Source: an optimization exercise on an open RTL-to-GDS flow (aim: small area and a short achievable clock period). Production flows keep margins and buffers that such runs may drop.
At most, simulation tests tie the RTL to the original design; equivalence was not proved.
For runs 3 and 4, only the layout was checked, not whether the RTL still works.
No activity file was given, so power comes from the tool's default toggle rates.

### run.sh
#!/bin/bash
# synth_recipe.tcl (not shown) runs the flow's synth.tcl, then flattens the netlist and writes it again
# the make line also repeats each setting of config.mk as NAME=value (left out here)
make -C /OpenROAD-flow-scripts/flow DESIGN_CONFIG=/design/flow/config.mk WORK_HOME=/design/flow/orfs CLKGATE_MAP_FILE= SYNTH_SCRIPT=/design/flow/synth_recipe.tcl finish
### constraint.sdc
create_clock -name core_clock -period 4.0 [get_ports {clk_120mhz}]
set_input_delay 0.8000 -clock core_clock [delete_from_list [all_inputs] [get_ports {clk_120mhz}]]
set_output_delay 0.8000 -clock core_clock [all_outputs]
set_load 0.01 [all_outputs]
### design.v
package usb_pkt_pkg;
    typedef logic [7:0] byte_t;        
    typedef logic [3:0] pid_t;         
    localparam pid_t PID_DATA0 = 4'd3;
    localparam pid_t PID_SOF   = 4'd5;  
    typedef enum logic {
        DIR_HOST   = 1'b0,
        DIR_DEVICE = 1'b1
    } dir_t;
    typedef logic [31:0] ts_t;         
    typedef logic [15:0] ts_short_t;   
    typedef logic [15:0] cnt16_t;      
    localparam int BYTE_W     = 8;
    localparam int TS_SHORT_W = 16;
    localparam int ENTRY_W = 3 + TS_SHORT_W + BYTE_W;
endpackage
package cap_regs_pkg;
    typedef logic [3:0]  reg_addr_t;
    typedef logic [15:0] pid_mask_t;   
    localparam reg_addr_t REG_CTRL    = 4'd0;  
    localparam reg_addr_t REG_MASK_LO = 4'd1;
    localparam reg_addr_t REG_MASK_HI = 4'd2;
    localparam reg_addr_t REG_PKT_LO  = 4'd3;  
    localparam reg_addr_t REG_PKT_HI  = 4'd4;
    localparam reg_addr_t REG_CRC_LO  = 4'd5;
    localparam reg_addr_t REG_STATUS  = 4'd6;  
    localparam reg_addr_t REG_SOF_LO  = 4'd7;
    localparam int CMD_WRITE_BIT = 7;
    localparam logic [7:0] CTRL_RESET = 8'h01;  
    localparam pid_mask_t  MASK_RESET = '0;
endpackage
module packet_capture (
    input  logic                    clk_120mhz,
    input  logic                    rst_n,
    input  usb_pkt_pkg::byte_t      host_data_i,
    input  logic                    host_valid_i,
    input  logic                    host_sop_i,
    input  logic                    host_eop_i,
    input  logic                    host_crc_ok_i,
    input  usb_pkt_pkg::byte_t      dev_data_i,
    input  logic                    dev_valid_i,
    input  logic                    dev_sop_i,
    input  logic                    dev_eop_i,
    input  logic                    dev_crc_ok_i,
    output logic                    wr_valid_o,
    output usb_pkt_pkg::byte_t      wr_data_o,
    output logic                    wr_sop_o,
    output logic                    wr_eop_o,
    output usb_pkt_pkg::dir_t       wr_dir_o,
    output usb_pkt_pkg::ts_short_t  wr_ts_o,       
    input  logic                    cfg_capture_en_i,
    input  logic                    cfg_filter_en_i,
    input  cap_regs_pkg::pid_mask_t cfg_mask_i,
    input  usb_pkt_pkg::ts_short_t  ts_i,
    output logic                    sof_seen_o,
    output logic [7:0]              crc_err_count_o   
);
    logic                   beat_valid;
    usb_pkt_pkg::byte_t     beat_data;
    logic                   beat_sop;
    logic                   beat_eop;
    logic                   beat_crc_ok;
    usb_pkt_pkg::pid_t      beat_pid;
    logic                   keep_sop;
    logic                   keep_q;
    assign beat_valid  = host_valid_i | dev_valid_i;
    assign beat_data   = host_valid_i ? host_data_i   : dev_data_i;
    assign beat_sop    = host_valid_i ? host_sop_i    : dev_sop_i;
    assign beat_eop    = host_valid_i ? host_eop_i    : dev_eop_i;
    assign beat_crc_ok = host_valid_i ? host_crc_ok_i : dev_crc_ok_i;
    assign beat_pid    = beat_data[3:0];
    assign keep_sop = cfg_capture_en_i & ~(cfg_filter_en_i & cfg_mask_i[beat_pid]);
    always_ff @(posedge clk_120mhz or negedge rst_n) begin
        if (!rst_n) begin
            keep_q     <= 1'b0;
            wr_valid_o <= 1'b0;
        end else begin
            if (beat_valid && beat_sop) begin
                keep_q <= keep_sop;
            end
            wr_valid_o <= beat_valid & (beat_sop ? keep_sop : keep_q);
        end
    end
    always_ff @(posedge clk_120mhz) begin
        if (beat_valid && beat_sop) begin
            wr_ts_o <= ts_i;
        end
    end
    always_ff @(posedge clk_120mhz) begin
        wr_data_o <= beat_data;
        wr_sop_o  <= beat_sop;
        wr_eop_o  <= beat_eop;
        wr_dir_o  <= usb_pkt_pkg::dir_t'(~host_valid_i);
    end
    always_ff @(posedge clk_120mhz or negedge rst_n) begin
        if (!rst_n) begin
            sof_seen_o      <= 1'b0;
            crc_err_count_o <= '0;
        end else begin
            sof_seen_o <= host_valid_i & host_sop_i & (host_data_i[3:0] == usb_pkt_pkg::PID_SOF);
            if (beat_valid && beat_eop && !beat_crc_ok) begin
                crc_err_count_o <= crc_err_count_o + 1'b1;
            end
        end
    end
endmodule
module timestamp_counter (
    input  logic                   clk_120mhz,
    input  logic                   rst_n,
    input  logic                   sof_seen_i,
    output usb_pkt_pkg::ts_short_t ts_o,          
    output logic [7:0]             sof_count_o    
);
    always_ff @(posedge clk_120mhz or negedge rst_n) begin
        if (!rst_n) begin
            ts_o <= '0;
        end else begin
            ts_o <= ts_o + 1'b1;
        end
    end
    always_ff @(posedge clk_120mhz or negedge rst_n) begin
        if (!rst_n) begin
            sof_count_o <= '0;
        end else if (sof_seen_i) begin
            sof_count_o <= sof_count_o + 1'b1;
        end
    end
endmodule
module capture_fifo (
    input  logic                   clk_120mhz,
    input  logic                   rst_n,
    input  logic                   wr_valid_i,
    input  usb_pkt_pkg::byte_t     wr_data_i,
    input  logic                   wr_sop_i,
    input  logic                   wr_eop_i,
    input  usb_pkt_pkg::dir_t      wr_dir_i,
    input  usb_pkt_pkg::ts_short_t wr_ts_i,
    input  logic                   rd_req_i,
    output usb_pkt_pkg::byte_t     rd_data_o,
    output logic                   rd_sop_o,
    output logic                   rd_eop_o,
    output usb_pkt_pkg::dir_t      rd_dir_o,
    output usb_pkt_pkg::ts_short_t rd_ts_o,
    output logic                   rd_valid_o,
    output logic                   empty_o,
    output logic                   overflow_o,
    output usb_pkt_pkg::cnt16_t    pkt_count_o
);
    localparam int DEPTH = 64;
    localparam int W     = usb_pkt_pkg::ENTRY_W;
    logic [W-1:0] row [0:DEPTH-1];
    logic [W-1:0] wr_entry;
    logic [7:0]   lo_q;
    logic [8:0]   hi_q;
    logic         inc, dec;
    logic         shift_q;     
    logic         full;
    logic         wr_accept;
    logic         rd_fire;
    logic         drop_q;
    logic [DEPTH-1:0] sel_w, sel_s, sel_h;
    assign full      = hi_q[8];
    assign wr_accept = wr_valid_i & ~full & (~drop_q | wr_sop_i);
    assign rd_fire   = rd_req_i & ~empty_o;
    assign inc       = wr_accept & ~rd_fire;
    assign dec       = rd_fire & ~wr_accept;
    assign wr_entry  = {wr_dir_i, wr_sop_i, wr_eop_i, wr_ts_i, wr_data_i};
    always_comb begin
        for (int i = 0; i < DEPTH; i++) begin
            sel_w[i] = hi_q[i / 8] & lo_q[i % 8];
            sel_s[i] = ~sel_w[i] & shift_q;
            sel_h[i] = ~sel_w[i] & ~shift_q;
        end
    end
    logic [W-1:0] wr_entry_n;
    logic [DEPTH-1:0] sel_w_n;
    logic [W-1:0] row_d [0:DEPTH-1];
    assign wr_entry_n = ~wr_entry;
    assign sel_w_n    = ~sel_w;
    for (genvar i = 0; i < DEPTH; i++) begin : g_row
        for (genvar j = 0; j < W; j++) begin : g_bit
            capture_fifo_bit u_bit (
                .hold_i   (sel_h[i]),
                .own_i    (row[i][j]),
                .shift_i  (sel_s[i]),
                .upper_i  ((i == DEPTH - 1) ? wr_entry[j] : row[(i + 1) % DEPTH][j]),
                .sel_w_n_i(sel_w_n[i]),
                .wr_n_i   (wr_entry_n[j]),
                .d_o      (row_d[i][j])
            );
        end
    end
    always_ff @(posedge clk_120mhz) begin
        for (int i = 0; i < DEPTH; i++) begin
            row[i] <= row_d[i];
        end
    end
    assign rd_dir_o  = usb_pkt_pkg::dir_t'(row[0][W-1]);
    assign rd_sop_o  = row[0][W-2];
    assign rd_eop_o  = row[0][W-3];
    assign rd_ts_o   = row[0][usb_pkt_pkg::BYTE_W +: usb_pkt_pkg::TS_SHORT_W];
    assign rd_data_o = row[0][usb_pkt_pkg::BYTE_W-1:0];
    always_ff @(posedge clk_120mhz or negedge rst_n) begin
        if (!rst_n) begin
            lo_q        <= 8'd1;
            hi_q        <= 9'd1;
            shift_q     <= 1'b0;
            empty_o     <= 1'b1;
            drop_q      <= 1'b0;
            overflow_o  <= 1'b0;
            pkt_count_o <= '0;
            rd_valid_o  <= 1'b0;
        end else begin
            rd_valid_o <= rd_fire;
            shift_q    <= rd_fire;
            if (inc) begin
                lo_q <= {lo_q[6:0], lo_q[7]};
                if (lo_q[7]) hi_q <= {hi_q[7:0], 1'b0};
            end else if (dec) begin
                lo_q <= {lo_q[0], lo_q[7:1]};
                if (lo_q[0]) hi_q <= {1'b0, hi_q[8:1]};
            end
            empty_o <= ~wr_accept & (empty_o | (rd_req_i & hi_q[0] & lo_q[1]));
            if (wr_valid_i) begin
                if (full) begin
                    drop_q     <= 1'b1;
                    overflow_o <= 1'b1;
                end else if (wr_sop_i) begin
                    drop_q <= 1'b0;
                end
            end
            if (wr_accept && wr_eop_i) begin
                pkt_count_o <= pkt_count_o + 1'b1;
            end
        end
    end
endmodule
module capture_fifo_bit (
    input  logic hold_i,
    input  logic own_i,
    input  logic shift_i,
    input  logic upper_i,
    input  logic sel_w_n_i,
    input  logic wr_n_i,
    output logic d_o
);
    logic keep_n;
    assign keep_n = ~((hold_i & own_i) | (shift_i & upper_i));
    assign d_o    = ~((sel_w_n_i | wr_n_i) & keep_n);
endmodule
module control_regs (
    input  logic                     clk_120mhz,
    input  logic                     rst_n,
    input  usb_pkt_pkg::byte_t       cmd_data_i,
    input  logic                     cmd_valid_i,
    input  usb_pkt_pkg::cnt16_t      pkt_count_i,
    input  logic [7:0]               crc_err_count_i,
    input  logic [7:0]               sof_count_i,
    input  logic                     overflow_i,
    input  logic                     empty_i,
    output usb_pkt_pkg::byte_t       resp_data_o,
    output logic                     resp_valid_o,
    output logic                     cfg_capture_en_o,
    output logic                     cfg_filter_en_o,
    output cap_regs_pkg::pid_mask_t  cfg_mask_o
);
    logic                     wait_data_q;    
    cap_regs_pkg::reg_addr_t  cmd_addr;
    cap_regs_pkg::reg_addr_t  addr_q;         
    logic [1:0]               ctrl_q;         
    cap_regs_pkg::pid_mask_t  mask_q;
    usb_pkt_pkg::byte_t       rd_byte;
    assign cmd_addr         = cmd_data_i[3:0];
    assign cfg_capture_en_o = ctrl_q[0];
    assign cfg_filter_en_o  = ctrl_q[1];
    assign cfg_mask_o       = mask_q;
    always_comb begin
        case (cmd_addr)
            cap_regs_pkg::REG_CTRL:    rd_byte = {6'b0, ctrl_q};
            cap_regs_pkg::REG_MASK_LO: rd_byte = mask_q[7:0];
            cap_regs_pkg::REG_MASK_HI: rd_byte = mask_q[15:8];
            cap_regs_pkg::REG_PKT_LO:  rd_byte = pkt_count_i[7:0];
            cap_regs_pkg::REG_PKT_HI:  rd_byte = pkt_count_i[15:8];
            cap_regs_pkg::REG_CRC_LO:  rd_byte = crc_err_count_i;
            cap_regs_pkg::REG_STATUS:  rd_byte = {6'b0, empty_i, overflow_i};
            cap_regs_pkg::REG_SOF_LO:  rd_byte = sof_count_i;
            default:                   rd_byte = '0;
        endcase
    end
    always_ff @(posedge clk_120mhz or negedge rst_n) begin
        if (!rst_n) begin
            wait_data_q  <= 1'b0;
            resp_valid_o <= 1'b0;
            ctrl_q       <= cap_regs_pkg::CTRL_RESET[1:0];
            mask_q       <= cap_regs_pkg::MASK_RESET;
        end else begin
            resp_valid_o <= cmd_valid_i & ~wait_data_q & ~cmd_data_i[cap_regs_pkg::CMD_WRITE_BIT];
            if (cmd_valid_i) begin
                if (!wait_data_q) begin
                    wait_data_q <= cmd_data_i[cap_regs_pkg::CMD_WRITE_BIT];
                end else begin
                    wait_data_q <= 1'b0;
                    case (addr_q)
                        cap_regs_pkg::REG_CTRL:    ctrl_q       <= cmd_data_i[1:0];
                        cap_regs_pkg::REG_MASK_LO: mask_q[7:0]  <= cmd_data_i;
                        cap_regs_pkg::REG_MASK_HI: mask_q[15:8] <= cmd_data_i;
                        default: ;
                    endcase
                end
            end
        end
    end
    always_ff @(posedge clk_120mhz) begin
        if (!wait_data_q) begin
            addr_q <= cmd_addr;
        end
        resp_data_o <= rd_byte;
    end
endmodule
module usb_capture_top (
    input  logic                   clk_120mhz,
    input  logic                   rst_n,
    input  usb_pkt_pkg::byte_t     host_data_i,
    input  logic                   host_valid_i,
    input  logic                   host_sop_i,
    input  logic                   host_eop_i,
    input  logic                   host_crc_ok_i,
    input  usb_pkt_pkg::byte_t     dev_data_i,
    input  logic                   dev_valid_i,
    input  logic                   dev_sop_i,
    input  logic                   dev_eop_i,
    input  logic                   dev_crc_ok_i,
    input  logic                   rd_req_i,
    output usb_pkt_pkg::byte_t     rd_data_o,
    output logic                   rd_sop_o,
    output logic                   rd_eop_o,
    output usb_pkt_pkg::dir_t      rd_dir_o,
    output usb_pkt_pkg::ts_short_t rd_ts_o,
    output logic                   rd_valid_o,
    output logic                   rd_empty_o,
    input  usb_pkt_pkg::byte_t     cmd_data_i,
    input  logic                   cmd_valid_i,
    output usb_pkt_pkg::byte_t     resp_data_o,
    output logic                   resp_valid_o
);
    logic                    wr_valid;
    usb_pkt_pkg::byte_t      wr_data;
    logic                    wr_sop;
    logic                    wr_eop;
    usb_pkt_pkg::dir_t       wr_dir;
    usb_pkt_pkg::ts_short_t  wr_ts;
    logic                    cfg_capture_en;
    logic                    cfg_filter_en;
    cap_regs_pkg::pid_mask_t cfg_mask;
    usb_pkt_pkg::ts_short_t  ts;
    logic                    sof_seen;
    logic [7:0]              crc_err_count;
    logic [7:0]              sof_count;
    usb_pkt_pkg::cnt16_t     pkt_count;
    logic                    overflow;
    packet_capture u_capture (
        .clk_120mhz      (clk_120mhz),
        .rst_n           (rst_n),
        .host_data_i     (host_data_i),
        .host_valid_i    (host_valid_i),
        .host_sop_i      (host_sop_i),
        .host_eop_i      (host_eop_i),
        .host_crc_ok_i   (host_crc_ok_i),
        .dev_data_i      (dev_data_i),
        .dev_valid_i     (dev_valid_i),
        .dev_sop_i       (dev_sop_i),
        .dev_eop_i       (dev_eop_i),
        .dev_crc_ok_i    (dev_crc_ok_i),
        .wr_valid_o      (wr_valid),
        .wr_data_o       (wr_data),
        .wr_sop_o        (wr_sop),
        .wr_eop_o        (wr_eop),
        .wr_dir_o        (wr_dir),
        .wr_ts_o         (wr_ts),
        .cfg_capture_en_i(cfg_capture_en),
        .cfg_filter_en_i (cfg_filter_en),
        .cfg_mask_i      (cfg_mask),
        .ts_i            (ts),
        .sof_seen_o      (sof_seen),
        .crc_err_count_o (crc_err_count)
    );
    timestamp_counter u_ts (
        .clk_120mhz (clk_120mhz),
        .rst_n      (rst_n),
        .sof_seen_i (sof_seen),
        .ts_o       (ts),
        .sof_count_o(sof_count)
    );
    capture_fifo u_fifo (
        .clk_120mhz (clk_120mhz),
        .rst_n      (rst_n),
        .wr_valid_i (wr_valid),
        .wr_data_i  (wr_data),
        .wr_sop_i   (wr_sop),
        .wr_eop_i   (wr_eop),
        .wr_dir_i   (wr_dir),
        .wr_ts_i    (wr_ts),
        .rd_req_i   (rd_req_i),
        .rd_data_o  (rd_data_o),
        .rd_sop_o   (rd_sop_o),
        .rd_eop_o   (rd_eop_o),
        .rd_dir_o   (rd_dir_o),
        .rd_ts_o    (rd_ts_o),
        .rd_valid_o (rd_valid_o),
        .empty_o    (rd_empty_o),
        .overflow_o (overflow),
        .pkt_count_o(pkt_count)
    );
    control_regs u_regs (
        .clk_120mhz      (clk_120mhz),
        .rst_n           (rst_n),
        .cmd_data_i      (cmd_data_i),
        .cmd_valid_i     (cmd_valid_i),
        .pkt_count_i     (pkt_count),
        .crc_err_count_i (crc_err_count),
        .sof_count_i     (sof_count),
        .overflow_i      (overflow),
        .empty_i         (rd_empty_o),
        .resp_data_o     (resp_data_o),
        .resp_valid_o    (resp_valid_o),
        .cfg_capture_en_o(cfg_capture_en),
        .cfg_filter_en_o (cfg_filter_en),
        .cfg_mask_o      (cfg_mask)
    );
endmodule
### config.mk
export PLATFORM = sky130hd
export DESIGN_NAME = usb_capture_top
export DESIGN_NICKNAME = usb_capture_top
export VERILOG_FILES = /design/flow/design.v
export SDC_FILE = /design/flow/constraint.sdc
export NUM_CORES = 4
export LEC_CHECK = 0
export CAP_MARGIN = 20
export CORE_MARGIN = 2
export CORE_UTILIZATION = 60
export SETUP_SLACK_MARGIN = 1.8
export SLEW_MARGIN = 20
export SYNTH_HIERARCHICAL = 1
export TNS_END_PERCENT = 100
==> flow_summary_export.csv, run 1 <==
group,metric,value,unit
run_status,status,"finished clean",
placement,io_buffer_count,73,
sta,period_needed,2.280,ns
setup_path,end_kind,"primary output",
clock_tree,clock_sinks,1859,
clock_tree,clockBufferDepth,3,
route,vias_per_cell,6.711,
sta,worst_pin_slew,1.151,ns
logic_synthesis,synth.cell_area,0.06333,mm2
logic_synthesis,ys.flop_type,"dfxtp_1",
logic_synthesis,synthArstFlopShare,0.04949,
logic_synthesis,ys_warn_count,13,
layout,area_growth,16.36,%
placement,routabilityCongestion,0.8779,
logic_synthesis,synth_cells,5913,
logic_synthesis,ys_seq_area_frac,0.5981,
setup_path,reg2reg_depth,7,
logic_synthesis,avgSynthCellArea,10.71,um2
die,row_count,119,
route,via_count,52470,
sta,slew_headroom,0.2324,
power,power_per_cell_area,554.9,mW/mm2
route,dr.pass1.iters,6,
global_route,grt_max_degree,77,
setup_path,crit_path_max_incr_delay,0.59,ns
job,drv_cap,0,
global_route,grt_usage,0.3367,
logic_synthesis,ys_types,60,
setup_path,arrival,1.48,ns
route,postRouteAntennaNets,0,
clock_tree,cts_tree,"built",
layout,final_nets,6330,
sta,fmax,438.7,MHz
setup_path,cp_max_fo,2,
clock_tree,root_buffer,"clkbuf_16",
global_route,grt_overflow,0,
setup_path,path_buf_inv,1,
setup_path,critPathKind,"flip-flop to primary output",
setup_path,crit_chain,"buf_6",
sta,drv_slew,0,
die,ios,74,
setup_path,critPathLaunchType,"flip-flop",
sta,whs,0.06924,ns
power,power.leakage,0.02507,uW
clock_tree,clk_pin_slew,0.06,ns
clock_tree,h-tree-depth,4,
die,die_area,0.1082,mm2
clock_tree,cts_made_buffers,181,
setup_path,crit_path_top_delay_cell,"dfstp_2",
placement,dpl.hpwl,114.6,mm
setup_path,critPathRequiredTime,3.20,ns
logic_synthesis,synth-edff-count,20,
global_route,grt_pass1_wl,288.8,mm
die,core_area,0.1050,mm2
route,first_iter_violations,6108,
sta,finClkSkew,0.02067,ns
route,routed_wirelength,189.9,mm
global_route,antenna_found_initial,2,
route,drc,0,
die,start_util,0.6034,
die,die_h,328.9,um
min_path,hp-class,"input port to asynchronous set/reset pin",
clock_tree,postCtsHoldBufs,0,
logic_synthesis,syn-num-nets,5955,
setup_path,cp_top_family,"flip-flops",
layout,drive_gt1_frac,0.1080,
sta,hold_viol_final,0,
logic_synthesis,ys_ff_latch,1859,
sta,final.setup.tns,0,ns
power,vdd_drop_max,0.0004543,V
route,avgRoutedWirePerCell,24.29,um
global_route,first_global_vias,48510,
sta,rsz0062_at_grt,"yes",
die,die_x,328.9,um
sta,finalSetupViolations,0,
sta,fin_crit_sh,0.5699,
setup_path,crit_cells,1,
clock_tree,insertion_delay,0.78,ns
layout make-up:
| class | count | area, um2 |
|---|---|---|
| antenna | 2 | 5.005 |
| clock buffer | 280 | 5573 |
| tap | 1391 | 1740 |
| timing repair buffer | 249 | 2064 |
| clock inverter | 40 | 396.6 |
| sequential | 1859 | 37930 |
| fill | 7962 | 31270 |
| multi-input combinational | 3951 | 25780 |
| inverter | 46 | 206.4 |
cell usage after synthesis, types with 3 or more instances:
master    count  share of area
nand3b_1      4        0.00047
mux2_2       12         0.0021
o21ai_0      12        0.00095
nor2b_1       7        0.00069
nand2_1      89         0.0053
a31oi_1       3        0.00030
mux2_1       19         0.0034
inv_1        46         0.0027
a221oi_1      4        0.00055
xnor2_1      20         0.0028
nor2_1       24         0.0014
buf_6         3        0.00053
nor3_1       11        0.00087
nor3_2        4        0.00063
a22oi_1    1730           0.21
mux2i_1      28         0.0044
xor2_1       23         0.0032
and2_1       64         0.0063
edfxtp_1     20         0.0095
ha_1          6         0.0012
nand3_1      15         0.0012
a21o_1        5        0.00059
mux4_1        3         0.0012
clkbuf_1     46         0.0027
nor4_2        4        0.00079
dfrtp_1      88          0.035
dfxtp_1    1747           0.55
buf_2        11        0.00087
nand4_1       9        0.00089
buf_1         5        0.00030
or3_1         5        0.00049
mux4_2        3         0.0011
dfstp_2       4         0.0017
o21ai_1    1728           0.14
a21oi_1      74         0.0058
Yosys stat by module, one instance, submodules excluded, a selection:
module,cells inside,cell area (um2),flops+latches
capture_fifo,2153,37580,1765
control_regs,118,1602,32
packet_capture,102,1485,38
timestamp_counter,84,1050,24
capture_fifo_bit,2,12.51,0
final timing paths:
path	startpoint	end	slack (ns)
max	u_fifo.empty_o	rd_empty_o	1.72
min	rst_n	u_fifo.shift_q	0.07
max reg2reg	u_fifo.shift_q	u_fifo.row[15][26]	1.76
min reg2reg	u_regs.wait_data_q	u_regs.resp_valid_o	0.48
max in group asynchronous	rst_n	u_capture.keep_q	3.24
min in group core_clock	u_regs.wait_data_q	u_regs.resp_valid_o	0.48
cells by family after synthesis:
group | Yosys count | synth area share
AND/OR/NAND/NOR | 259 | 0.02335
buffers and inverters | 111 | 0.007152
XOR/XNOR | 43 | 0.005946
adder cells (fa/ha/maj) | 6 | 0.001185
multiplexers | 66 | 0.01247
AO/OA/AOI/OAI | 3569 | 0.3518
flip-flops | 1859 | 0.5981
per-stage QoR:
stage | util | setup WS (ns) | total power [uW] | area [um2] | instances
floorplan | - | 1.670 | 22890 | 63350 | 5913
global placement | 0.6384 | 0.9785 | 24040 | 67010 | 7469
detailed placement | 0.6396 | 0.9396 | 24170 | 67140 | 7471
CTS | 0.7003 | 1.592 | 40930 | 73510 | 7802
global route | 0.7020 | 1.693 | 42230 | 73690 | 7816
finish | 0.7021 | 1.720 | 40900 | 73700 | 7818
sequential cells by signal, indices dropped and copies added (netlist names), 2 cells and up:
| signal | flops |
|---|---|
| u_regs.ctrl_q | 2 |
| u_ts.sof_count_o | 8 |
| u_capture.wr_data_o | 8 |
| u_regs.resp_data_o | 8 |
| u_ts.ts_o | 16 |
| u_fifo.row | 1728 |
| u_capture.crc_err_count_o | 8 |
| u_fifo.hi_q | 9 |
| u_fifo.lo_q | 8 |
| u_regs.addr_q | 4 |
| u_fifo.pkt_count_o | 16 |
| u_regs.mask_q | 16 |
| u_capture.wr_ts_o | 16 |
power by group:
group | switching [uW] | leakage [uW] | internal, uW | total [uW]
Clock | 7000 | 0.00296 | 9980 | 17000
Combinational | 1740 | 0.00653 | 1160 | 2900
Sequential | 1060 | 0.0156 | 20000 | 21000
Total | 9800 | 0.0251 | 31100 | 40900
routing by layer:
metal	vias to the layer above	GRT usage	share of wire
met4	0	0.1153	0.031
li1	24450	-	-
met5	-	0	0
met3	408	0.04734	0.066
met2	2039	0.5412	0.47
met1	25570	0.4668	0.43
layout by cell type (no fill, tap or decap), drive strengths merged, types with 54 or more instances in the layout:
cell type / count
a21oi: 82
dfrtp: 88
dfxtp: 1747
clkbuf: 294
clkinv: 54
o21ai: 1740
and2: 64
nand2: 89
a22oi: 1730
buf: 178
repair_timing:
item                                    CTS  global route
endpoints found under the hold margin     0             0
resized for setup                       174            74
cloned                                    0             8
setup endpoints to repair              1677           938
buffers inserted                         11             6
==> run 2, diff against run 1 <==
--- a/design.v
+++ b/design.v
@@ -153,6 +153,7 @@
     logic [7:0]   lo_q;
     logic [8:0]   hi_q;
     logic         inc, dec;
+    logic         empty_next;
     logic         shift_q;     
     logic         full;
     logic         wr_accept;
@@ -162,6 +163,7 @@
     assign full      = hi_q[8];
     assign wr_accept = wr_valid_i & ~full & (~drop_q | wr_sop_i);
     assign rd_fire   = rd_req_i & ~empty_o;
+    assign empty_next = ~wr_accept & (empty_o | (rd_req_i & hi_q[0] & lo_q[1]));
     assign inc       = wr_accept & ~rd_fire;
     assign dec       = rd_fire & ~wr_accept;
     assign wr_entry  = {wr_dir_i, wr_sop_i, wr_eop_i, wr_ts_i, wr_data_i};
@@ -212,7 +214,7 @@
             rd_valid_o  <= 1'b0;
         end else begin
             rd_valid_o <= rd_fire;
-            shift_q    <= rd_fire;
+            shift_q    <= rd_fire | empty_next;
             if (inc) begin
                 lo_q <= {lo_q[6:0], lo_q[7]};
                 if (lo_q[7]) hi_q <= {hi_q[7:0], 1'b0};
@@ -220,7 +222,7 @@
                 lo_q <= {lo_q[0], lo_q[7:1]};
                 if (lo_q[0]) hi_q <= {1'b0, hi_q[8:1]};
             end
-            empty_o <= ~wr_accept & (empty_o | (rd_req_i & hi_q[0] & lo_q[1]));
+            empty_o <= empty_next;
             if (wr_valid_i) begin
                 if (full) begin
                     drop_q     <= 1'b1;
--- a/config.mk
+++ b/config.mk
@@ -8,6 +8,8 @@
 export CAP_MARGIN = 20
 export CORE_MARGIN = 2
 export CORE_UTILIZATION = 60
+export CTS_CLUSTER_DIAMETER = 100
+export CTS_CLUSTER_SIZE = 30
 export SETUP_SLACK_MARGIN = 1.8
 export SLEW_MARGIN = 20
 export SYNTH_HIERARCHICAL = 1
==> flow_summary_export.csv, run 2 <==
group,metric,value,unit
logic_synthesis,synth-edff-count,20,
die,core_area,0.1050,mm2
logic_synthesis,synth.cell_area,0.06332,mm2
clock_tree,clock_sinks,1860,
layout,drive_gt1_frac,0.07452,
logic_synthesis,syn-num-nets,5947,
sta,final.setup.tns,0,ns
logic_synthesis,ys_seq_area_frac,0.5986,
route,drc,0,
layout,largest_reg_flops,1728,
route,postRouteAntennaNets,0,
global_route,antenna_found_initial,4,
setup_path,crit_path_max_incr_delay,0.61,ns
setup_path,cp_top_family,"flip-flops",
die,row_count,119,
clock_tree,root_buffer,"clkbuf_16",
route,routed_wirelength,185.5,mm
clock_tree,clk_pin_slew,0.12,ns
global_route,grt_pass1_wl,281.9,mm
route,dr.pass1.iters,8,
setup_path,r2r_end,"u_fifo.row[0][18]",
sta,period_needed,2.205,ns
power,internal_power,24520,uW
layout,final_cell_mix,"1,746 x dfxtp_1, 1,730 x a22oi_1, 1,728 x o21ai_1",
power,power_per_cell_area,473.3,mW/mm2
die,die_x,328.9,um
layout,largest-register,"u_fifo.row",
setup_path,path_buf_inv,1,
layout,fill_cells,8460,
layout,final_nets,6205,
placement,io_buffer_count,73,
global_route,grt_usage,0.3284,
power,power.leakage,0.02310,uW
clock_tree,h-tree-depth,3,
placement,routabilityCongestion,0.8406,
sta,rsz0062_at_grt,"yes",
clock_tree,cts_tree,"built",
logic_synthesis,ys_types,64,
setup_path,end_kind,"primary output",
logic_synthesis,synthTopCellsByCount,"1,747 x dfxtp_1, 1,730 x a22oi_1, 1,728 x o21ai_1",
logic_synthesis,synth_most_common_cell,"dfxtp_1",
run_status,status,"finished clean",
logic_synthesis,synth_top_family_by_area,"compound AO/OA/AOI/OAI gates",
global_route,use_met3,0.03473,
sta,finClkSkew,0.02492,ns
setup_path,crit_chain,"buf_6",
sta,fin_crit_sh,0.5513,
power,pwr-share-clk,0.271,
sta,finalSetupViolations,0,
sta,slew_headroom,0.2168,
logic_synthesis,ys.flop_type,"dfxtp_1",
logic_synthesis,synth-simple-area-share,0.02314,
setup_path,critPathRequiredTime,3.20,ns
global_route,busiest_layer,"met2",
sta,fmax,453.4,MHz
setup_path,crit_path_top_delay_cell,"dfstp_2",
logic_synthesis,ys_top_cells_by_area,"dfxtp_1 55%, a22oi_1 21%, o21ai_1 14%, dfrtp_1 3.5%, edfxtp_1 0.95%",
logic_synthesis,synthAdderAreaFrac,0.001186,
setup_path,r2r_slack,1.80,ns
die,die_area,0.1082,mm2
global_route,grt_overflow,0,
logic_synthesis,synth-compound-area-share,0.3519,
logic_synthesis,synth_largest_area_cell,"dfxtp_1",
die,start_util,0.6032,
logic_synthesis,synth_xor_area_frac,0.005948,
placement,dpl.hpwl,114.3,mm
layout,final_common_cell,"dfxtp_1",
setup_path,reg2reg_depth,3,
setup_path,r2r_start,"u_capture.wr_ts_o[10]",
power,seqPwrFrac,0.641,
min_path,hp-class,"input port to asynchronous set/reset pin",
sta,drv_slew,0,
die,ios,74,
logic_synthesis,synthArstFlopShare,0.05000,
power,p_comb_frac,0.088,
route,vias_per_cell,6.776,
logic_synthesis,ys_warn_count,13,
die,die_h,328.9,um
power,net-switching-power,8365,uW
setup_path,arrival,1.41,ns
clock_tree,postCtsHoldBufs,0,
route,first_iter_violations,6238,
global_route,first_global_vias,46790,
clock_tree,insertion_delay,0.70,ns
global_route,met2_usage,0.5283,
power,vdd_drop_max,0.0004397,V
sta,worst_pin_slew,1.175,ns
power,p_sw_frac,0.2544,
logic_synthesis,avgSynthCellArea,10.72,um2
logic_synthesis,synth_cells,5905,
global_route,met1_usage,0.4645,
sta,hold_viol_final,0,
global_route,grt_max_degree,65,
logic_synthesis,synth.mux.area_fraction,0.01247,
setup_path,critPathKind,"flip-flop to primary output",
logic_synthesis,yosys.area.top_type_share,0.5523,
power,power,32880,uW
layout,area_growth,9.706,%
route,avgRoutedWirePerCell,24.52,um
route,via_count,51260,
setup_path,cp_max_fo,2,
clock_tree,clockBufferDepth,3,
setup_path,critPathLaunchType,"flip-flop",
clock_tree,cts_made_buffers,71,
logic_synthesis,ys_ff_latch,1860,
job,drv_cap,0,
run 2: cell count changes after synthesis, moves of 4 or more:
cell      change
xor2_1        -6
buf_2         +7
clkbuf_1      -9
nor3_2        -4
inv_1         -5
xnor2_1       +6
nor2_1        -5
nand4_1       +5
run 2: cells by family after synthesis:
group	after synthesis
AOI/OAI and AO/OA	3570
adders and majority gates	6
DFF	1860
buffers and inverters	103
and+or+nand+nor	257
xor gates and xnor gates	43
muxes	66
run 2: final cells by class:
type	instances	area [um2]	share of cell area
Inverter	41	190.2	0.002738
Antenna cell	1	2.502	0.00003602
Tap cell	1391	1740	0.02505
Timing Repair Buffer	247	2092	0.03011
Multi-Input combinational cell	3942	25630	0.3689
Clock buffer	83	1864	0.02684
Sequential cell	1860	37950	0.5463
run 2: timing repair:
action | CTS | global route
setup buffers | 4 | 9
endpoints found under the hold margin | 0 | 0
resized for setup | 144 | 50
endpoints found under the setup margin | 1715 | 829
run 2: per-layer routing:
metal / wire length (um) / up-vias / share of wire
met1: 81940 / 25300 / 0.44
met2: 87570 / 1674 / 0.47
met3: 10410 / 290 / 0.056
li1: - / 24000 / -
met5: 25 / - / 0.00013
met4: 5506 / 4 / 0.030
run 2: per-stage QoR:
| step | util | worst slack, ns | hold WS, ns | instances | cell area (um2) |
|---|---|---|---|---|---|
| final | 0.6618 | 1.795 | 0.1235 | 7565 | 69470 |
| after global routing | 0.6618 | 1.741 | 0.1612 | 7564 | 69470 |
| after detailed placement | 0.6390 | 1.013 | 0.4401 | 7466 | 67070 |
| after CTS | 0.6594 | 1.719 | 0.1276 | 7553 | 69220 |
| after floorplan | - | 1.768 | 0.4199 | 5905 | 63330 |
| after global placement | 0.6385 | 1.070 | 0.4471 | 7466 | 67030 |
run 2: worst max path at each step:
stage	start	to	slack, ns	cells past startpoint
after floorplan	host_valid_i	u_capture.keep_q	1.77	4
after global placement	host_valid_i	u_capture.wr_valid_o	1.07	6
after detailed placement	host_valid_i	u_capture.wr_valid_o	1.01	6
after CTS	u_fifo.empty_o	rd_empty_o	1.72	1
after global routing	u_fifo.empty_o	rd_empty_o	1.74	1
final	u_fifo.empty_o	rd_empty_o	1.79	1
run 2: power by group through the flow:
| stage | combinational [uW] | sequential, uW | clock (uW) |
|---|---|---|---|
| after floorplan | 2040 | 21000 | 0 |
| after global placement | 2720 | 21400 | 0 |
| after detailed placement | 2820 | 21500 | 0 |
| after CTS | 2860 | 21000 | 9000 |
| after global routing | 3220 | 21200 | 9630 |
| final | 2910 | 21100 | 8900 |
run 2: modules after synthesis (local to each module, per instance), excerpt:
module | cell area, um2 | cells | times used | flip-flops and latches
capture_fifo | 37560 | 2145 | 1 | 1766
capture_fifo_bit | 12.51 | 2 | 1728 | 0
control_regs | 1602 | 118 | 1 | 32
packet_capture | 1485 | 102 | 1 | 38
timestamp_counter | 1050 | 84 | 1 | 24
==> run 3, diff against run 2 <==
--- a/design.v
+++ b/design.v
@@ -153,7 +153,6 @@
     logic [7:0]   lo_q;
     logic [8:0]   hi_q;
     logic         inc, dec;
-    logic         empty_next;
     logic         shift_q;     
     logic         full;
     logic         wr_accept;
@@ -163,7 +162,6 @@
     assign full      = hi_q[8];
     assign wr_accept = wr_valid_i & ~full & (~drop_q | wr_sop_i);
     assign rd_fire   = rd_req_i & ~empty_o;
-    assign empty_next = ~wr_accept & (empty_o | (rd_req_i & hi_q[0] & lo_q[1]));
     assign inc       = wr_accept & ~rd_fire;
     assign dec       = rd_fire & ~wr_accept;
     assign wr_entry  = {wr_dir_i, wr_sop_i, wr_eop_i, wr_ts_i, wr_data_i};
@@ -174,28 +172,14 @@
             sel_h[i] = ~sel_w[i] & ~shift_q;
         end
     end
-    logic [W-1:0] wr_entry_n;
-    logic [DEPTH-1:0] sel_w_n;
-    logic [W-1:0] row_d [0:DEPTH-1];
-    assign wr_entry_n = ~wr_entry;
-    assign sel_w_n    = ~sel_w;
-    for (genvar i = 0; i < DEPTH; i++) begin : g_row
-        for (genvar j = 0; j < W; j++) begin : g_bit
-            capture_fifo_bit u_bit (
-                .hold_i   (sel_h[i]),
-                .own_i    (row[i][j]),
-                .shift_i  (sel_s[i]),
-                .upper_i  ((i == DEPTH - 1) ? wr_entry[j] : row[(i + 1) % DEPTH][j]),
-                .sel_w_n_i(sel_w_n[i]),
-                .wr_n_i   (wr_entry_n[j]),
-                .d_o      (row_d[i][j])
-            );
-        end
-    end
     always_ff @(posedge clk_120mhz) begin
-        for (int i = 0; i < DEPTH; i++) begin
-            row[i] <= row_d[i];
+        for (int i = 0; i < DEPTH - 1; i++) begin
+            row[i] <= ({W{sel_w[i]}} & wr_entry) |
+                      ({W{sel_s[i]}} & row[i+1]) |
+                      ({W{sel_h[i]}} & row[i]);
         end
+        row[DEPTH-1] <= ({W{sel_w[DEPTH-1] | shift_q}} & wr_entry) |
+                        ({W{sel_h[DEPTH-1]}} & row[DEPTH-1]);
     end
     assign rd_dir_o  = usb_pkt_pkg::dir_t'(row[0][W-1]);
     assign rd_sop_o  = row[0][W-2];
@@ -214,7 +198,7 @@
             rd_valid_o  <= 1'b0;
         end else begin
             rd_valid_o <= rd_fire;
-            shift_q    <= rd_fire | empty_next;
+            shift_q    <= rd_fire;
             if (inc) begin
                 lo_q <= {lo_q[6:0], lo_q[7]};
                 if (lo_q[7]) hi_q <= {hi_q[7:0], 1'b0};
@@ -222,7 +206,7 @@
                 lo_q <= {lo_q[0], lo_q[7:1]};
                 if (lo_q[0]) hi_q <= {1'b0, hi_q[8:1]};
             end
-            empty_o <= empty_next;
+            empty_o <= ~wr_accept & (empty_o | (rd_req_i & hi_q[0] & lo_q[1]));
             if (wr_valid_i) begin
                 if (full) begin
                     drop_q     <= 1'b1;
@@ -237,19 +221,6 @@
         end
     end
 endmodule
-module capture_fifo_bit (
-    input  logic hold_i,
-    input  logic own_i,
-    input  logic shift_i,
-    input  logic upper_i,
-    input  logic sel_w_n_i,
-    input  logic wr_n_i,
-    output logic d_o
-);
-    logic keep_n;
-    assign keep_n = ~((hold_i & own_i) | (shift_i & upper_i));
-    assign d_o    = ~((sel_w_n_i | wr_n_i) & keep_n);
-endmodule
 module control_regs (
     input  logic                     clk_120mhz,
     input  logic                     rst_n,
==> config.mk (replaced) <==
export PLATFORM = sky130hd
export DESIGN_NAME = usb_capture_top
export DESIGN_NICKNAME = usb_capture_top
export VERILOG_FILES = /design/flow/design.v
export SDC_FILE = /design/flow/constraint.sdc
export NUM_CORES = 4
export LEC_CHECK = 0
export ABC_AREA = 1
export CAP_MARGIN = 20
export CORE_MARGIN = 2
export CORE_UTILIZATION = 60
export SETUP_SLACK_MARGIN = 1.8
export SLEW_MARGIN = 20
export TNS_END_PERCENT = 100
==> flow_summary_export.csv, run 3 <==
group,metric,value,unit
layout,final_cell_mix,"3,298 x nand2_1, 1,710 x dfxtp_1, 1,709 x o211ai_1",
route,routed_wirelength,204.9,mm
sta,fmax,433.4,MHz
logic_synthesis,ys_top_cells_by_area,"dfxtp_1 49%, o211ai_1 18%, nand2_1 17%, dfrtp_1 3.1%, nand3_1 2.1%",
route,via_count,59180,
clock_tree,postCtsHoldBufs,0,
global_route,antenna_found_initial,0,
layout,area_growth,11.62,%
layout,insertedDiodeCount,0,
placement,place_ws,0.5926,ns
setup_path,crit_path_top_delay_cell,"dfstp_2",
power,net-switching-power,27450,uW
sta,setup_ws,1.693,ns
layout,largest_reg_flops,1701,
setup_path,cp_top_family,"flip-flops",
layout,layout.cells.non_filler,9837,
placement,dpl.hpwl,122.6,mm
global_route,grt_usage,0.3295,
setup_path,critPathRequiredTime,3.20,ns
power,vdd_drop_max,0.0005954,V
route,dr.pass1.iters,8,
sta,whs,0.06083,ns
logic_synthesis,synthTopCellsByCount,"3,299 x nand2_1, 1,720 x dfxtp_1, 1,709 x o211ai_1",
clock_tree,insertion_delay,0.80,ns
setup_path,end_kind,"primary output",
route,avgRoutedWirePerCell,20.83,um
sta,finClkSkew,0.02234,ns
clock_tree,root_buffer,"clkbuf_16",
sta,rsz0062_at_grt,"yes",
power,pwr-share-clk,0.235,
route,first_iter_violations,5393,
power,power.leakage,0.02862,uW
setup_path,crit_path_max_incr_delay,0.60,ns
logic_synthesis,synth_most_common_cell,"nand2_1",
placement,dpl.cell_count,9424,
power,p_comb_frac,0.324,
route,vias_per_cell,6.016,
min_path,hp-class,"input port to asynchronous set/reset pin",
power,power_per_cell_area,924.6,mW/mm2
power,seqPwrFrac,0.441,
placement,routabilityCongestion,0.8942,
die,row_count,126,
route,postRouteAntennaNets,0,
logic_synthesis,yosys.area.top_type_share,0.4858,
sta,final.setup.tns,0,ns
global_route,grt_pass1_wl,319.9,mm
sta,finalSetupViolations,0,
setup_path,critPathLaunchType,"flip-flop",
logic_synthesis,syn-num-nets,8337,
setup_path,crit_cells,1,
clock_tree,cts_tree,"built",
setup_path,cp_max_fo,4,
die,core_area,0.1176,mm2
logic_synthesis,ys_warn_count,5,
sta,fin_crit_sh,0.5769,
logic_synthesis,synth.cell_area,0.07088,mm2
setup_path,reg2reg_depth,5,
die,ios,74,
layout,drive_gt1_frac,0.09457,
logic_synthesis,synth_largest_area_cell,"dfxtp_1",
die,start_util,0.6027,
die,die_h,347.7,um
logic_synthesis,synthArstFlopShare,0.04949,
power,internal_power,45700,uW
layout,fill_cells,10020,
placement,io_buffer_count,73,
logic_synthesis,ys_ff_latch,1859,
logic_synthesis,ys_types,41,
clock_tree,cts_made_buffers,185,
job,drv_cap,0,
global_route,first_global_vias,56810,
run_status,status,"finished clean",
layout,final_common_cell,"nand2_1",
global_route,grt_max_degree,107,
layout,largest-register,"u_fifo.row",
setup_path,critPathKind,"flip-flop to primary output",
layout,final_nets,8196,
sta,worst_pin_slew,1.122,ns
layout,finish.utilization,0.6727,
logic_synthesis,avgSynthCellArea,8.544,um2
logic_synthesis,ys.flop_type,"dfxtp_1",
logic_synthesis,synth-edff-count,47,
setup_path,arrival,1.51,ns
sta,period_needed,2.307,ns
sta,hold_viol_final,0,
setup_path,crit_chain,"buf_6",
sta,slew_headroom,0.2519,
clock_tree,clockBufferDepth,3,
logic_synthesis,ys_seq_area_frac,0.5383,
route,drc,0,
power,p_sw_frac,0.3752,
die,die_x,347.7,um
die,die_area,0.1209,mm2
clock_tree,clk_pin_slew,0.07,ns
sta,drv_slew,0,
logic_synthesis,synth_cells,8296,
global_route,grt_overflow,0,
clock_tree,clock_sinks,1859,
setup_path,path_buf_inv,1,
clock_tree,h-tree-depth,4,
==> run 3: changes by cell type after synthesis, moves of 70 or more <==
cell,previous run,this run
buf_2,18,271
nor2_4,1,77
nand2_1,92,3299
o211ai_1,2,1709
o21ai_1,1728,1
nand3_1,17,291
clkbuf_1,37,316
a22oi_1,1730,0
inv_1,41,111
==> run 3: worst reg2reg max path, stage by stage (launching register included) <==
cell and delay [ns]:
dfrtp_4 0.49, buf_4 0.21, inv_16 0.42, buf_4 0.46, o21ai_2 0.10, buf_4 0.25
==> run 3: power by group through the flow <==
stage          clock [uW]  sequential [uW]  combinational, uW
2_1_floorplan           0            30400              17700
3_3_place_gp            0            32200              21600
3_5_place_dp            0            32300              22200
4_1_cts             17400            32100              22800
5_1_grt             18100            33000              26500
6_report            17200            32300              23700
==> run 3: kinds of logic (layout without fill, tap and decap cells) <==
| kind of cell | after synthesis | count (layout) | synth area share |
|---|---|---|---|
| buffers and inverters | 774 | 734 | 0.04724 |
| multiplexers | 1 | 1 | 0.0001589 |
| adder cells (fa/ha/maj) | 5 | 5 | 0.0008826 |
| flip-flops | 1859 | 1859 | 0.5383 |
| XOR/XNOR | 41 | 41 | 0.005066 |
| AND/OR/NAND/NOR | 3819 | 3862 | 0.2200 |
| AO/OA/AOI/OAI | 1797 | 1799 | 0.1884 |
==> run 3: area by class of cell <==
class                   count  area [um2]  area share
clock inverters            40       381.6    0.004823
clock buffers             293        5633     0.07120
well taps                1536        1922     0.02429
multi-input cells        5708       30020      0.3794
repair buffers            243        2308     0.02918
inverters                 158       666.9    0.008429
flip-flops and latches   1859       38190      0.4826
==> run 3: final timing paths <==
check                                   from               endpoint  slack [ns]
max                           u_fifo.empty_o             rd_empty_o        1.69
min                                    rst_n  u_fifo.pkt_count_o[2]        0.06
max reg2reg                u_fifo.rd_valid_o              flip-flop        1.74
min reg2reg                        flip-flop     u_fifo.row[62][12]        0.46
max in group asynchronous              rst_n           u_ts.ts_o[3]        3.12
min in group core_clock            flip-flop     u_fifo.row[62][12]        0.46
==> run 3: layer usage <==
layer	track usage	wire, um	vias up
li1	-	-	28320
met1	0.4536	91620	28630
met2	0.5265	94040	1832
met3	0.05423	13150	391
met4	0.1139	6076	0
met5	0	0	-
==> run 3: what timing repair did <==
| item | 4_1_cts | 5_1_grt |
|---|---|---|
| hold endpoints to repair | 0 | 0 |
| resized for setup | 178 | 52 |
| setup endpoints to repair | 966 | 943 |
| setup buffers | 10 | 25 |
| gates cloned | 20 | 25 |
| pin swaps | 22 | 33 |
==> run 3: metrics by stage <==
step | instance area (um2) | total power, uW
finish | 79120 | 73150
global route | 79120 | 77630
CTS | 78390 | 72210
detailed placement | 71880 | 54490
global placement | 71880 | 53770
floorplan | 70890 | 48100
==> run 4, diff against run 3 <==
--- a/design.v
+++ b/design.v
@@ -150,24 +150,20 @@
     localparam int W     = usb_pkt_pkg::ENTRY_W;
     logic [W-1:0] row [0:DEPTH-1];
     logic [W-1:0] wr_entry;
-    logic [7:0]   lo_q;
-    logic [8:0]   hi_q;
-    logic         inc, dec;
+    logic [6:0]   count_q;     
     logic         shift_q;     
     logic         full;
     logic         wr_accept;
     logic         rd_fire;
     logic         drop_q;
     logic [DEPTH-1:0] sel_w, sel_s, sel_h;
-    assign full      = hi_q[8];
+    assign full      = count_q[6];
     assign wr_accept = wr_valid_i & ~full & (~drop_q | wr_sop_i);
     assign rd_fire   = rd_req_i & ~empty_o;
-    assign inc       = wr_accept & ~rd_fire;
-    assign dec       = rd_fire & ~wr_accept;
     assign wr_entry  = {wr_dir_i, wr_sop_i, wr_eop_i, wr_ts_i, wr_data_i};
     always_comb begin
         for (int i = 0; i < DEPTH; i++) begin
-            sel_w[i] = hi_q[i / 8] & lo_q[i % 8];
+            sel_w[i] = wr_accept & (count_q[5:0] == 6'(i));
             sel_s[i] = ~sel_w[i] & shift_q;
             sel_h[i] = ~sel_w[i] & ~shift_q;
         end
@@ -188,8 +184,7 @@
     assign rd_data_o = row[0][usb_pkt_pkg::BYTE_W-1:0];
     always_ff @(posedge clk_120mhz or negedge rst_n) begin
         if (!rst_n) begin
-            lo_q        <= 8'd1;
-            hi_q        <= 9'd1;
+            count_q     <= '0;
             shift_q     <= 1'b0;
             empty_o     <= 1'b1;
             drop_q      <= 1'b0;
@@ -199,14 +194,12 @@
         end else begin
             rd_valid_o <= rd_fire;
             shift_q    <= rd_fire;
-            if (inc) begin
-                lo_q <= {lo_q[6:0], lo_q[7]};
-                if (lo_q[7]) hi_q <= {hi_q[7:0], 1'b0};
-            end else if (dec) begin
-                lo_q <= {lo_q[0], lo_q[7:1]};
-                if (lo_q[0]) hi_q <= {1'b0, hi_q[8:1]};
-            end
-            empty_o <= ~wr_accept & (empty_o | (rd_req_i & hi_q[0] & lo_q[1]));
+            case ({wr_accept, rd_fire})
+                2'b10:   count_q <= count_q + 1'b1;
+                2'b01:   count_q <= count_q - 1'b1;
+                default: count_q <= count_q;
+            endcase
+            empty_o <= ~wr_accept & (empty_o | (rd_req_i & (count_q == 7'd1)));
             if (wr_valid_i) begin
                 if (full) begin
                     drop_q     <= 1'b1;
--- a/config.mk
+++ b/config.mk
@@ -8,7 +8,5 @@
 export ABC_AREA = 1
 export CAP_MARGIN = 20
 export CORE_MARGIN = 2
-export CORE_UTILIZATION = 60
-export SETUP_SLACK_MARGIN = 1.8
+export CORE_UTILIZATION = 40
 export SLEW_MARGIN = 20
-export TNS_END_PERCENT = 100
==> flow_summary_export.csv, run 4 <==
group,metric,value,unit
sta,final.setup.tns,0,ns
die,die_h,421.3,um
setup_path,r2r_start,"u_fifo.count_q[0]",
sta,finClkSkew,0.05880,ns
logic_synthesis,ys_warn_count,5,
setup_path,critPathLaunchType,"flip-flop",
setup_path,end_kind,"flip-flop",
sta,worst_pin_slew,1.225,ns
sta,fin_crit_sh,0.8659,
global_route,antenna_found_initial,2,
global_route,grt_usage,0.2211,
route,postRouteAntennaNets,0,
power,power_per_cell_area,756.9,mW/mm2
clock_tree,post-cts-setup-buffer-count,0,
placement,dpl.hpwl,127.3,mm
clock_tree,ctsResizeCount,0,
layout,final_cell_mix,"3,224 x nand2_1, 1,720 x dfxtp_1, 1,408 x o211ai_1",
placement,routabilityCongestion,0.8790,
sta,hold_viol_final,0,
sta,fmax,288.7,MHz
route,vias_per_cell,5.443,
setup_path,crit_path_max_incr_delay,0.57,ns
die,die_x,421.3,um
setup_path,critPathMostFrequentCell,"inv_1",
global_route,grt_max_degree,68,
layout,largest_reg_flops,1701,
logic_synthesis,synth_largest_area_cell,"dfxtp_1",
setup_path,crit_cells,11,
setup_path,critPathKind,"flip-flop to flip-flop",
setup_path,reg2reg_depth,11,
layout,design_area,0.07857,mm2
clock_tree,root_buffer,"clkbuf_16",
setup_path,cp_top_family,"simple AND/OR/NAND/NOR gates",
setup_path,r2r_slack,0.54,ns
layout,largest-register,"u_fifo.row",
route,drc,0,
clock_tree,insertion_delay,0.84,ns
setup_path,r2r_end,"u_fifo.row[60][10]",
layout,finish.utilization,0.4530,
min_path,hp-class,"input port to asynchronous set/reset pin",
logic_synthesis,ys_seq_area_frac,0.5440,
sta,drv_slew,0,
logic_synthesis,synthTopCellsByCount,"3,224 x nand2_1, 1,720 x dfxtp_1, 1,408 x o211ai_1",
clock_tree,clockBufferDepth,3,
setup_path,critical_path.startpoint,"u_fifo.count_q[0]",
layout,multi_input_area,0.02823,mm2
power,vdd_drop_max,0.0003983,V
logic_synthesis,synth_cells,8163,
logic_synthesis,avgSynthCellArea,8.534,um2
route,avgRoutedWirePerCell,19.28,um
layout,area_growth,12.79,%
power,power.leakage,0.02672,uW
layout,final_nets,8023,
setup_path,cp_max_fo,28,
route,first_iter_violations,4812,
setup_path,crit_path_top_delay_cell,"nor2_1",
run_status,status,"finished clean",
sta,rsz0062_at_grt,"no",
job,drv_cap,0,
clock_tree,cts_tree,"built",
global_route,grt_pass1_wl,319.6,mm
setup_path,setup.worst_path.end,"u_fifo.row[60][10]",
logic_synthesis,synth.cell_area,0.06966,mm2
sta,finalSetupViolations,0,
layout,regArea,0.03790,mm2
global_route,first_global_vias,55140,
logic_synthesis,syn-num-nets,8208,
die,start_util,0.4017,
logic_synthesis,ys_ff_latch,1849,
clock_tree,cts_made_buffers,191,
route,dr.pass1.iters,6,
die,core_area,0.1734,mm2
route,via_count,56950,
layout,fill_cells,17190,
clock_tree,clk_pin_slew,0.06,ns
logic_synthesis,synthArstFlopShare,0.04435,
placement,io_buffer_count,73,
sta,period_needed,3.464,ns
global_route,grt_overflow,0,
sta,slew_headroom,0.1832,
layout,drive_gt1_frac,0.07953,
setup_path,critPathRequiredTime,4.67,ns
clock_tree,postCtsHoldBufs,0,
die,die_area,0.1775,mm2
placement,place_area,0.07201,mm2
logic_synthesis,ys_top_cells_by_area,"dfxtp_1 49%, nand2_1 17%, o211ai_1 15%, o221ai_1 3.7%, dfrtp_1 2.9%",
die,ios,74,
logic_synthesis,synth-edff-count,47,
setup_path,arrival,4.13,ns
logic_synthesis,ys.flop_type,"dfxtp_1",
setup_path,path_buf_inv,5,
route,routed_wirelength,201.7,mm
clock_tree,h-tree-depth,4,
setup_path,crit_chain,"inv_1 -> ha_1 -> inv_1 -> nor2_1 -> inv_1 -> nor2_1 -> inv_2 -> nand2_1 -> inv_2 -> nand2_1 -> o211ai_1",
logic_synthesis,yosys.area.top_type_share,0.4943,
die,row_count,153,
logic_synthesis,synth_most_common_cell,"nand2_1",
logic_synthesis,ys_types,46,
layout,final_common_cell,"nand2_1",
clock_tree,clock_sinks,1849,
## run 4: cell count changes in the layout (fill, tap and decap cells not counted), moves of 74 or more
cell      change
nand2_1      -74
inv_1       +122
nor2_4      -115
o211ai_1    -301
nand3_1     -151
o221ai_1    +294
## run 4: stage by stage
stage	std cells	total power [uW]	hold WS [ns]	worst slack, ns
floorplan	8163	37480	0.4187	0.7197
detailed placement	10110	41540	0.4447	0.6475
global placement	10110	41080	0.4426	0.8078
finish	10460	59470	0.1070	0.5362
global route	10460	62830	0.1656	0.4148
CTS	10460	59660	0.09566	0.6194
## run 4: where the power goes
| group | total, uW | internal [uW] | switching (uW) |
|---|---|---|---|
| registers | 28700 | 25000 | 3660 |
| clock network | 18100 | 10500 | 7580 |
| logic | 12700 | 5020 | 7630 |
| total | 59500 | 40600 | 18900 |
## run 4: final cells by class
| class | instances | share of cell area |
|---|---|---|
| Clock buffer | 284 | 0.07169 |
| Tap cell | 2325 | 0.03702 |
| Antenna cell | 2 | 0.00006370 |
| Clock inverter | 66 | 0.01032 |
| Inverter | 343 | 0.01688 |
| Multi-Input combinational cell | 5391 | 0.3594 |
| Sequential cell | 1849 | 0.4824 |
| Timing Repair Buffer | 202 | 0.02226 |
## run 4: worst min path at each step
stage | cells past startpoint | slack (ns) | endpoint
after floorplan | 2 | 0.42 | u_fifo.overflow_o
after global placement | 0 | 0.44 | flip-flop
after detailed placement | 2 | 0.44 | u_fifo.row[18][22]
after CTS | 1 | 0.1 | u_regs.mask_q[10]
after global routing | 1 | 0.17 | u_regs.mask_q[10]
final | 1 | 0.11 | u_fifo.pkt_count_o[12]
## run 4: cell families after synthesis
kind of cell,synth area share
compound gates,0.1957
xor+xnor,0.006035
fa+ha+maj,0.001617
buf+inv,0.05361
flops,0.5440
mux,0.0001616
simple gates,0.1988
## run 4: routing by layer
layer / wire, um / global-route usage / vias to the layer above
met4: 6357 / 0.07521 / 0
met1: 93700 / 0.3038 / 27430
met2: 91020 / 0.3549 / 1465
met3: 10620 / 0.03247 / 333
li1: - / - / 27720
met5: 0 / 0 / -
==> run 5, diff against run 4 <==
--- a/design.v
+++ b/design.v
@@ -143,6 +143,7 @@
     output usb_pkt_pkg::ts_short_t rd_ts_o,
     output logic                   rd_valid_o,
     output logic                   empty_o,
+    output logic                   empty_int_o,   
     output logic                   overflow_o,
     output usb_pkt_pkg::cnt16_t    pkt_count_o
 );
@@ -150,32 +151,72 @@
     localparam int W     = usb_pkt_pkg::ENTRY_W;
     logic [W-1:0] row [0:DEPTH-1];
     logic [W-1:0] wr_entry;
-    logic [6:0]   count_q;     
-    logic         shift_q;     
+    logic [7:0]   lo_q;
+    logic [8:0]   hi_q;
+    logic         inc, dec;
+    logic         empty_next;
+    logic         shift_next;  
+    logic         empty;
+    logic         nonempty_q;  
+    logic [7:0]   lo_next;
+    logic [8:0]   hi_next;
+    logic [DEPTH-1:0] move_q;  
     logic         full;
     logic         wr_accept;
     logic         rd_fire;
     logic         drop_q;
     logic [DEPTH-1:0] sel_w, sel_s, sel_h;
-    assign full      = count_q[6];
+    assign full      = hi_q[8];
     assign wr_accept = wr_valid_i & ~full & (~drop_q | wr_sop_i);
-    assign rd_fire   = rd_req_i & ~empty_o;
+    assign empty     = hi_q[0] & lo_q[0];
+    assign rd_fire   = rd_req_i & ~empty;
+    assign empty_next = ~wr_accept & (empty | (rd_req_i & hi_q[0] & lo_q[1]));
+    assign shift_next = rd_fire | empty_next;
+    assign empty_o   = ~nonempty_q;
+    assign empty_int_o = empty;
+    assign inc       = wr_accept & ~rd_fire;
+    assign dec       = rd_fire & ~wr_accept;
     assign wr_entry  = {wr_dir_i, wr_sop_i, wr_eop_i, wr_ts_i, wr_data_i};
     always_comb begin
+        lo_next = lo_q;
+        hi_next = hi_q;
+        if (inc) begin
+            lo_next = {lo_q[6:0], lo_q[7]};
+            if (lo_q[7]) hi_next = {hi_q[7:0], 1'b0};
+        end else if (dec) begin
+            lo_next = {lo_q[0], lo_q[7:1]};
+            if (lo_q[0]) hi_next = {1'b0, hi_q[8:1]};
+        end
+    end
+    always_comb begin
         for (int i = 0; i < DEPTH; i++) begin
-            sel_w[i] = wr_accept & (count_q[5:0] == 6'(i));
-            sel_s[i] = ~sel_w[i] & shift_q;
-            sel_h[i] = ~sel_w[i] & ~shift_q;
+            sel_w[i] = hi_q[i / 8] & lo_q[i % 8];
+            sel_s[i] = move_q[i];
+            sel_h[i] = ~sel_w[i] & ~move_q[i];
+        end
+    end
+    logic [W-1:0] wr_entry_n;
+    logic [DEPTH-1:0] sel_w_n;
+    logic [W-1:0] row_d [0:DEPTH-1];
+    assign wr_entry_n = ~wr_entry;
+    assign sel_w_n    = ~sel_w;
+    for (genvar i = 0; i < DEPTH; i++) begin : g_row
+        for (genvar j = 0; j < W; j++) begin : g_bit
+            capture_fifo_bit u_bit (
+                .hold_i   (sel_h[i]),
+                .own_i    (row[i][j]),
+                .shift_i  (sel_s[i]),
+                .upper_i  ((i == DEPTH - 1) ? wr_entry[j] : row[(i + 1) % DEPTH][j]),
+                .sel_w_n_i(sel_w_n[i]),
+                .wr_n_i   (wr_entry_n[j]),
+                .d_o      (row_d[i][j])
+            );
         end
     end
     always_ff @(posedge clk_120mhz) begin
-        for (int i = 0; i < DEPTH - 1; i++) begin
-            row[i] <= ({W{sel_w[i]}} & wr_entry) |
-                      ({W{sel_s[i]}} & row[i+1]) |
-                      ({W{sel_h[i]}} & row[i]);
+        for (int i = 0; i < DEPTH; i++) begin
+            row[i] <= row_d[i];
         end
-        row[DEPTH-1] <= ({W{sel_w[DEPTH-1] | shift_q}} & wr_entry) |
-                        ({W{sel_h[DEPTH-1]}} & row[DEPTH-1]);
     end
     assign rd_dir_o  = usb_pkt_pkg::dir_t'(row[0][W-1]);
     assign rd_sop_o  = row[0][W-2];
@@ -184,22 +225,22 @@
     assign rd_data_o = row[0][usb_pkt_pkg::BYTE_W-1:0];
     always_ff @(posedge clk_120mhz or negedge rst_n) begin
         if (!rst_n) begin
-            count_q     <= '0;
-            shift_q     <= 1'b0;
-            empty_o     <= 1'b1;
+            lo_q        <= 8'd1;
+            hi_q        <= 9'd1;
+            move_q      <= '0;
+            nonempty_q  <= 1'b0;
             drop_q      <= 1'b0;
             overflow_o  <= 1'b0;
             pkt_count_o <= '0;
             rd_valid_o  <= 1'b0;
         end else begin
             rd_valid_o <= rd_fire;
-            shift_q    <= rd_fire;
-            case ({wr_accept, rd_fire})
-                2'b10:   count_q <= count_q + 1'b1;
-                2'b01:   count_q <= count_q - 1'b1;
-                default: count_q <= count_q;
-            endcase
-            empty_o <= ~wr_accept & (empty_o | (rd_req_i & (count_q == 7'd1)));
+            lo_q       <= lo_next;
+            hi_q       <= hi_next;
+            for (int i = 0; i < DEPTH; i++) begin
+                move_q[i] <= shift_next & ~(hi_next[i / 8] & lo_next[i % 8]);
+            end
+            nonempty_q <= ~empty_next;
             if (wr_valid_i) begin
                 if (full) begin
                     drop_q     <= 1'b1;
@@ -214,6 +255,19 @@
         end
     end
 endmodule
+module capture_fifo_bit (
+    input  logic hold_i,
+    input  logic own_i,
+    input  logic shift_i,
+    input  logic upper_i,
+    input  logic sel_w_n_i,
+    input  logic wr_n_i,
+    output logic d_o
+);
+    logic keep_n;
+    assign keep_n = ~((hold_i & own_i) | (shift_i & upper_i));
+    assign d_o    = ~((sel_w_n_i | wr_n_i) & keep_n);
+endmodule
 module control_regs (
     input  logic                     clk_120mhz,
     input  logic                     rst_n,
@@ -324,6 +378,7 @@
     logic [7:0]              sof_count;
     usb_pkt_pkg::cnt16_t     pkt_count;
     logic                    overflow;
+    logic                    empty;
     packet_capture u_capture (
         .clk_120mhz      (clk_120mhz),
         .rst_n           (rst_n),
@@ -374,6 +429,7 @@
         .rd_ts_o    (rd_ts_o),
         .rd_valid_o (rd_valid_o),
         .empty_o    (rd_empty_o),
+        .empty_int_o(empty),
         .overflow_o (overflow),
         .pkt_count_o(pkt_count)
     );
@@ -386,7 +442,7 @@
         .crc_err_count_i (crc_err_count),
         .sof_count_i     (sof_count),
         .overflow_i      (overflow),
-        .empty_i         (rd_empty_o),
+        .empty_i         (empty),
         .resp_data_o     (resp_data_o),
         .resp_valid_o    (resp_valid_o),
         .cfg_capture_en_o(cfg_capture_en),
--- a/config.mk
+++ b/config.mk
@@ -5,8 +5,12 @@
 export SDC_FILE = /design/flow/constraint.sdc
 export NUM_CORES = 4
 export LEC_CHECK = 0
-export ABC_AREA = 1
 export CAP_MARGIN = 20
 export CORE_MARGIN = 2
-export CORE_UTILIZATION = 40
+export CORE_UTILIZATION = 70
+export CTS_CLUSTER_DIAMETER = 90
+export CTS_CLUSTER_SIZE = 28
+export SETUP_SLACK_MARGIN = 2.0
 export SLEW_MARGIN = 20
+export SYNTH_HIERARCHICAL = 1
+export TNS_END_PERCENT = 100
==> flow_summary_export.csv, run 5 <==
group,metric,value,unit
power,power_per_cell_area,1030,mW/mm2
job,drv_cap,0,
setup_path,critical_path.startpoint,"u_fifo.rd_valid_o",
global_route,grt_max_degree,116,
setup_path,end_kind,"primary output",
layout,drive_gt1_frac,0.08724,
clock_tree,cts_made_buffers,78,
sta,slew_headroom,0.2093,
clock_tree,cts_tree,"built",
logic_synthesis,synthArstFlopShare,0.08112,
min_path,hp-class,"flip-flop to flip-flop",
global_route,grt_usage,0.3579,
die,die_h,309.0,um
logic_synthesis,synth_largest_area_cell,"dfxtp_1",
sta,finalSetupViolations,0,
logic_synthesis,ys_warn_count,13,
power,vdd_drop_max,0.0006544,V
run_status,status,"finished clean",
logic_synthesis,synthTopCellsByCount,"1,747 x dfxtp_1, 1,730 x a22oi_1, 1,730 x o21ai_1",
route,routed_wirelength,181.2,mm
die,core_area,0.09194,mm2
placement,io_buffer_count,73,
global_route,grt_overflow,0,
logic_synthesis,avgSynthCellArea,10.86,um2
route,via_count,53290,
sta,worst_pin_slew,1.186,ns
global_route,first_global_vias,50470,
logic_synthesis,ys_types,70,
logic_synthesis,synth-edff-count,20,
sta,rsz0062_at_grt,"yes",
logic_synthesis,ys.flop_type,"dfxtp_1",
sta,fin_crit_sh,0.5302,
route,first_iter_violations,6887,
die,die_x,309.0,um
logic_synthesis,ys_top_cells_by_area,"dfxtp_1 54%, a22oi_1 20%, o21ai_1 13%, dfrtp_1 5.9%, a21oi_1 1.1%",
logic_synthesis,syn-num-nets,6034,
global_route,antenna_found_initial,0,
clock_tree,clk_pin_slew,0.11,ns
sta,hold_viol_final,0,
layout,insertedDiodeCount,0,
clock_tree,insertion_delay,0.70,ns
clock_tree,clockBufferDepth,3,
route,avgRoutedWirePerCell,24.12,um
sta,finClkSkew,0.02528,ns
clock_tree,clock_sinks,1923,
logic_synthesis,synth_most_common_cell,"dfxtp_1",
clock_tree,h-tree-depth,3,
layout,finish.utilization,0.7775,
logic_synthesis,yosys.area.top_type_share,0.5371,
run 5: logic make-up (layout without fill, tap and decap cells):
kind of cell,count (synthesis),in the layout,synth area share
flip-flops,1923,1923,0.6064
adder cells (fa/ha/maj),4,4,0.0007687
AO/OA/AOI/OAI,3677,3698,0.3531
buffers and inverters,115,368,0.008782
AND/OR/NAND/NOR,182,184,0.01555
XOR/XNOR,43,43,0.005784
multiplexers,50,50,0.009666
run 5: area by class of cell:
| type | count | area (um2) |
|---|---|---|
| flip-flops and latches | 1923 | 39590 |
| multi-input cells | 3979 | 26130 |
| fillers | 6330 | 20460 |
| clock buffers | 96 | 2105 |
| repair buffers | 217 | 1854 |
| well taps | 1243 | 1555 |
| inverters | 50 | 206.4 |
| clock inverters | 5 | 42.54 |
run 5: through the flow:
| step | setup WS, ns | hold slack, ns | cell area, um2 | total power, uW |
|---|---|---|---|---|
| 2_1_floorplan | 1.768 | 0.4199 | 65370 | 52710 |
| 3_3_place_gp | 1.033 | 0.4522 | 68220 | 60740 |
| 3_5_place_dp | 0.9151 | 0.4574 | 68290 | 62210 |
| 4_1_cts | 1.687 | 0.2532 | 70870 | 71880 |
| 5_1_grt | 1.859 | 0.4941 | 71480 | 77890 |
| 6_report | 1.879 | 0.4726 | 71480 | 73620 |
run 5: worst paths after layout:
kind	endpoint	slack, ns	cells after the start
max	rd_valid_o	1.88	1
min	u_fifo.row[0][4]	0.47	2
max reg2reg	u_fifo.row[22][9]	1.88	3
min reg2reg	u_fifo.row[0][4]	0.47	2
max in group asynchronous	u_fifo.lo_q[4]	2.65	3
min in group asynchronous	u_ts.sof_count_o[0]	0.61	2
run 5: per-module statistics from Yosys, one instance, submodules excluded, excerpt:
module	area, um2	cells inside	flops+latches
timestamp_counter	1050	84	24
packet_capture	1485	102	38
capture_fifo_bit	12.51	2	0
control_regs	1602	118	32
capture_fifo	39350	2234	1829
run 5: what timing repair did:
action,CTS,global route
setup buffers,22,4
hold endpoints to repair,0,27
hold buffers,0,1
cloned,1,22
pin swaps,5,17
gates resized for setup,287,71
endpoints found under the setup margin,1419,963
run 5: power by group:
group          total (uW)  leakage, uW  internal, uW  switching, uW
logic               27100      0.00814         10800          16300
registers           37000       0.0168         28900           8120
clock network        9480      0.00105          3770           5720
run 5: layer usage:
metal	GRT usage	share of wire
met4	0.1086	0.027
met1	0.4907	0.42
met3	0.06008	0.086
met2	0.5845	0.47
met5	0	0

Setup slack of run 5, layout unchanged: 1.879 ns with ideal ports, 1.809 ns with driving cells assumed (clock clkbuf_16, inputs buf_2), 1.300 ns with port delays also shifted by the 0.760 ns mid clock arrival.
